Source: an optimization exercise on an open RTL-to-GDS flow (aim: small area, a short achievable clock period and few clock cycles per item). Production flows keep margins and buffers that such runs may drop.
No run shown here included a check of the RTL's function; only the layout flow was run.
No activity file was given, so power comes from the tool's default toggle rates.

==> flow/design.v (outline; a module is shown in full before it is edited, if it fits) <==
// module conv_pair_top: 1066 lines
// module conv_fa: 10 lines
// module conv_sign_word: 29 lines
// module conv_nand2: 3 lines
// module conv_nor2: 3 lines
// module conv_xor2: 3 lines
// module conv_xnor2: 3 lines
// module conv_inv: 3 lines
// module conv_aoi21: 3 lines
// module conv_oai21: 3 lines
// module conv_mux2: 3 lines
module conv_pair_top (
    input  logic                 clk_i,
    input  logic                 reset_i,
    input  logic                 win_valid_i,
    input  logic [127:0]         win_i,            
    output logic                 credit_o,
    input  logic                 credit_i,
    output logic                 result_valid_o,
    output logic [31:0]          result_o          
);
  // ...
==> flow/flow/run.sh <==
#!/bin/bash
# Standard layout (the standard.sh, all ORFS steps), except that the port buffers are
# buf_2 cells instead of the delay buffers buffer_ports picks by default.
# Each tool's full output is in orfs/logs/; make's own output is in make.log.
set -euo pipefail
bash standard.sh BUFFER_PORTS_ARGS="-buffer_cell sky130_fd_sc_hd__buf_2" finish > make.log 2>&1
==> flow/standard.sh <==
#!/bin/bash
# synth_recipe.tcl (not shown) runs the flow's synth.tcl, then flattens the netlist and writes it again
# the make line also repeats each setting of config.mk as NAME=value (left out here)
make -C /OpenROAD-flow-scripts/flow DESIGN_CONFIG=/design/flow/config.mk WORK_HOME=/design/flow/orfs CLKGATE_MAP_FILE= SYNTH_SCRIPT=/design/flow/synth_recipe.tcl "${@:-finish}"
==> flow/config.mk <==
export PLATFORM = sky130hd
export DESIGN_NAME = conv_pair_top
export DESIGN_NICKNAME = conv_pair_top
export VERILOG_FILES = /design/flow/design.v
export SDC_FILE = /design/flow/constraint.sdc
export NUM_CORES = 4
export LEC_CHECK = 0
export CAP_MARGIN = 20
export CORE_MARGIN = 2
export CORE_UTILIZATION = 65
export CTS_BUF_LIST = sky130_fd_sc_hd__clkbuf_4 sky130_fd_sc_hd__clkbuf_8
export SETUP_SLACK_MARGIN = 5.0
export SLEW_MARGIN = 20
export SYNTH_HIERARCHICAL = 1
export SYNTH_MINIMUM_KEEP_SIZE = 0
==> flow/constraint.sdc <==
create_clock -name core_clock -period 10.0 [get_ports {clk_i}]
set_input_delay 2.0000 -clock core_clock [delete_from_list [all_inputs] [get_ports {clk_i}]]
set_output_delay 2.0000 -clock core_clock [all_outputs]
set_load 0.01 [all_outputs]
==> results.toml, run 1 <==
[setup_path]
crit_fanout = 5
crit_top_cell = "fa_1"
reg2reg_from = "wr_ptr"
rr_endpoint = "entry_valid[1]"
cp-start-kind = "input pin"
cp_slowest_stage_delay_ns = 0.57
crit_family = "adder cells"

[layout]
largestRegisters = "entry (68), entry_valid (2), out_credits (2)"
clkCellAreaFrac_pct = 2.51
antennaDiodeCount = 1
bufAreaShareNonClock_pct = 9.14
drive_above_1_share_pct = 26.4
final_common_cell = "buf_2"

[sta]
min_period_ns = 4.84
holdWs_ns = 0.512
finalWorstSetupSlack_ns = 5.16

[floorplanning]
rows = 39
n_tap_cell = 143

[detailed_routing]
detail-route-antenna-nets = 0
via_per_inst = 5.31
wl_um = 14800

[placement]
port_buffers = 147
place_area_um2 = 8380
place_hpwl_um = 12200

[synth]
synth_top_family_by_area = "adder cells"
synth_compound_area_share_pct = 9.52
synthFlopType = "edfxtp_1"
ys_warn_count = 8

[global_route]
grt_busiest_layer = "met2"
grt_pass1_vias = 5455

[clocking]
cts_num_sinks = 74
post_cts_resized = 2
cts_max_level = 3

[run]
maxCapViolCount = 0

[run_status]
status = "finished clean"

[power]
p_per_area_nw_per_um2 = 259
p_seq_mw = 0.601
powerComb_mw = 1.39
==> run 2: changes to the inputs <==
--- a/flow/config.mk
+++ b/flow/config.mk
@@ -10,5 +10,5 @@
 export CORE_UTILIZATION = 65
 export CTS_BUF_LIST = sky130_fd_sc_hd__clkbuf_4 sky130_fd_sc_hd__clkbuf_8
-export SETUP_SLACK_MARGIN = 5.0
+export SETUP_SLACK_MARGIN = 4.5
 export SLEW_MARGIN = 20
 export SYNTH_HIERARCHICAL = 1
==> run 2 against run 1 <==
Combinational power fell by 4%. Largest power group unchanged. Sequential power about the same. Still clean on timing, DRC and antenna. Cell count shrank 0.10%. Critical endpoint unchanged.
==> results.toml, run 2 <==
[global_route]
grt_pass1_vias = 5571
grt_antenna_before_repair = 3
overflow = 0
gr-usage-all-layers_pct = 25.3
grt_max_degree = 36
grt_pass1_wl_um = 25100

[synth]
synth_top_area_share_pct = 30.8
synth.largest_area_cell = "fa_1"
ys_ff_latch = 74
avgSynthCellArea_um2 = 11.1
seq_area_frac_synth_pct = 28.7
synth_most_common_cell = "fa_1"
synthFlopType = "edfxtp_1"
synth_commonest_cells = "116 x fa_1, 89 x inv_1, 68 x edfxtp_1, 68 x nor2_1, 66 x xor2_1"
ys_warn_count = 8
syn-instance-count = 677
synth.area.top_cells = "fa_1 31%, edfxtp_1 27%, xor2_1 7.7%"
synth_edf_count = 68
syn_area_um2 = 7530
async_flop_share_pct = 0
synth.distinct_cells = 38

[sta]
setup_violations = 0
setup_tns_ns = 0
min_period_ns = 5.29
rsz0062_at_grt = "no"
hold_violations = 0
finalCritPeriodShare_pct = 52.9
finClkSkew_ns = 0.00568
max-slew-margin-rel_pct = 37.7
fmax_mhz = 189
holdWs_ns = 0.512
tightestPinTransition_ns = 0.916
slew_violations = 0

[detailed_routing]
detail-route-antenna-nets = 0
via_per_inst = 5.22
dr_total_vias = 5155
wl_um = 14800
dr.pass1.iters = 4
drt_iter0_markers = 260
routedWlPerCell_um = 15.0
drc = 0

[placement]
gp_congestion = 0.892
dp_cells = 967
place_area_um2 = 8380
place_hpwl_um = 12300
port_buffers = 147

[run]
maxCapViolCount = 0

[clocking]
clock_tree.root_cell = "clkbuf_8"
clk_pin_slew_ns = 0.08
cts_num_sinks = 74
hold_buffers = 0
cts_tree = "done"
cts_max_level = 3
cts-buffers-inserted = 9
clock_path_buffers = 2
clock_latency_ns = 0.35

[floorplanning]
rows = 39
die_area_um2 = 12500
fp.coreArea_um2 = 11400
fp.dieH_um = 112
pin_count = 166
start_util_pct = 66.2
die_w_um = 112

[setup_path]
endpoint_kind = "flop"
cp_num_buf_inv = 3
crit_type = "in2reg"
cp.arrival_ns = 5.38
cpMaxStageDelayCell = "o21ai_1"
required_ns = 10.09
cp_slowest_stage_delay_ns = 0.60
crit_fanout = 8
cp-start-kind = "input pin"
crit_family = "adder cells"
cp_cell_sequence = "buf_2 > fa_1 > fa_1 > fa_1 > nor2_1 > nor2_1 > nand2_1 > o21ai_1 > inv_1 > o21ai_1 > inv_1 > o21ai_1 > xor2_1"

[layout]
final_common_cell = "buf_2"
largestRegisters = "entry (68), entry_valid (2), out_credits (2)"
largest_reg_flops = 68
final_cell_count_no_fill = 988
syn_to_final_growth_pct = 14.2
largest_register = "entry"
drive_above_1_share_pct = 25.6
nFillCells = 832
final_cell_mix = "147 x buf_2, 116 x fa_1, 89 x inv_1"
final_area_um2 = 8600
final_nets = 1095

[hold_path]
holdCritPathClass = "reg2reg"

[power]
peakVddDrop_mv = 0.146
p_switching_mw = 0.940
p_leak_nw = 3.74
power.share.sequential_pct = 27.9
p_total_mw = 2.16
clockPowerShare_pct = 10.0
p_per_area_nw_per_um2 = 251
p_comb_share_pct = 62.1
p_int_mw = 1.22
p_sw_share_pct = 43.6

[run_status]
status = "finished clean"
## run 2: through the flow
stage          worst slack, ns  util, %
2_1_floorplan             4.90        -
3_3_place_gp              4.40     73.7
3_5_place_dp              4.34     73.7
4_1_cts                   4.71     75.3
5_1_grt                   4.50     75.6
6_report                  4.71     75.6
## run 2: layer usage
layer,track usage [%],up-vias,wire (µm)
met1,31.2,2480,5920
met2,44.6,150,7850
met4,9.22,0,344
met5,0,-,0
li1,-,2499,-
met3,4.74,26,710
## run 2: logic make-up after synthesis
kind of cell | Yosys count | share of synthesized area, %
simple gates | 135 | 7.21
fa+ha+maj | 127 | 32.7
compound gates | 112 | 9.52
buf+inv | 105 | 6.35
xor+xnor | 85 | 9.89
flops | 74 | 28.7
mux | 38 | 5.62
other cells | 1 | 0.0498
## run 2: path summary, 6_finish.rpt
path / start / end / slack, ns / cells past startpoint
worst max-delay path: win_i[52] / entry[33] / 4.71 / 13
worst max register to register: out_credits[0] / out_credits[1] / 8.36 / 6
worst min register to register: entry_valid[1] / entry_valid[1] / 0.51 / 2
worst min-delay path: entry_valid[1] / entry_valid[1] / 0.51 / 2
## run 2: power by group through the flow
stage,sequential [mW],clock (mW),combinational [mW]
floorplan,0.595,0,1.06
global placement,0.602,0,1.27
detailed placement,0.608,0,1.33
CTS,0.602,0.220,1.34
global route,0.610,0.235,1.50
finish,0.601,0.216,1.34
## run 2: repair_timing
item / 4_1_cts / 5_1_grt
gates resized for setup: 0 / 1
buffers inserted: 0 / 0
endpoints found under the setup margin: 0 / 4
## run 2: area by class of cell
type / instances / area, µm² / share of cell area [%]
Inverter: 89 / 334 / 3.88
Timing Repair Buffer: 149 / 771 / 8.96
Clock buffer: 11 / 145 / 1.69
Sequential cell: 74 / 2160 / 25.2
Tap cell: 143 / 179 / 2.08
Antenna cell: 4 / 10.0 / 0.116
Clock inverter: 5 / 38.8 / 0.451
Multi-Input combinational cell: 513 / 4960 / 57.7
## run 2: worst reg2reg max path, cell delays in order, from the launching register on
cell and delay [ns]:
dfxtp_1 0.39, nor2_1 0.09, a21oi_1 0.21, o21ai_1 0.11, ha_1 0.34, or3_1 0.35
nand3_1 0.08
## run 2: modules after synthesis (local to each module, per instance)
module / copies in the design / cells inside
conv_xor2: 56 / 1
conv_aoi21: 22 / 1
conv_sign_word: 2 / 22
conv_pair_top: 1 / 237
conv_nand2: 48 / 1
conv_mux2: 2 / 1
conv_nor2: 60 / 1
conv_oai21: 42 / 1
conv_inv: 36 / 1
conv_xnor2: 14 / 1
conv_fa: 116 / 1

-- separate check: timing with driven ports --
In the flow no input, the clock included, has a driving cell. The finished layouts below were timed again as built, in two steps. Step 1: set_driving_cell puts a clkbuf_16 on clk_i and a buf_2 on each other input, an assumption about the parent block. Step 2, shift: input delay + t, output delay - t, t = (earliest + latest rising clock arrival at the registers) / 2. This alone moves slack from input paths to output paths. a / b / c = ideal / step 1 / step 2; a / b = the first two.
| run | shift t [ns] | setup WS [ns] | worst setup path after step 2 |
|---|---|---|---|
| run 1 | 0.397 | 5.164 / 5.180 / 4.783 | input to register |
| run 2 | 0.383 | 4.714 / 4.726 / 4.343 | input to register |
After both steps every run listed still meets setup and hold. The setup slack of run 1, which loses most, moves by +0.016 ns with the drivers and by -0.381 ns with both steps.
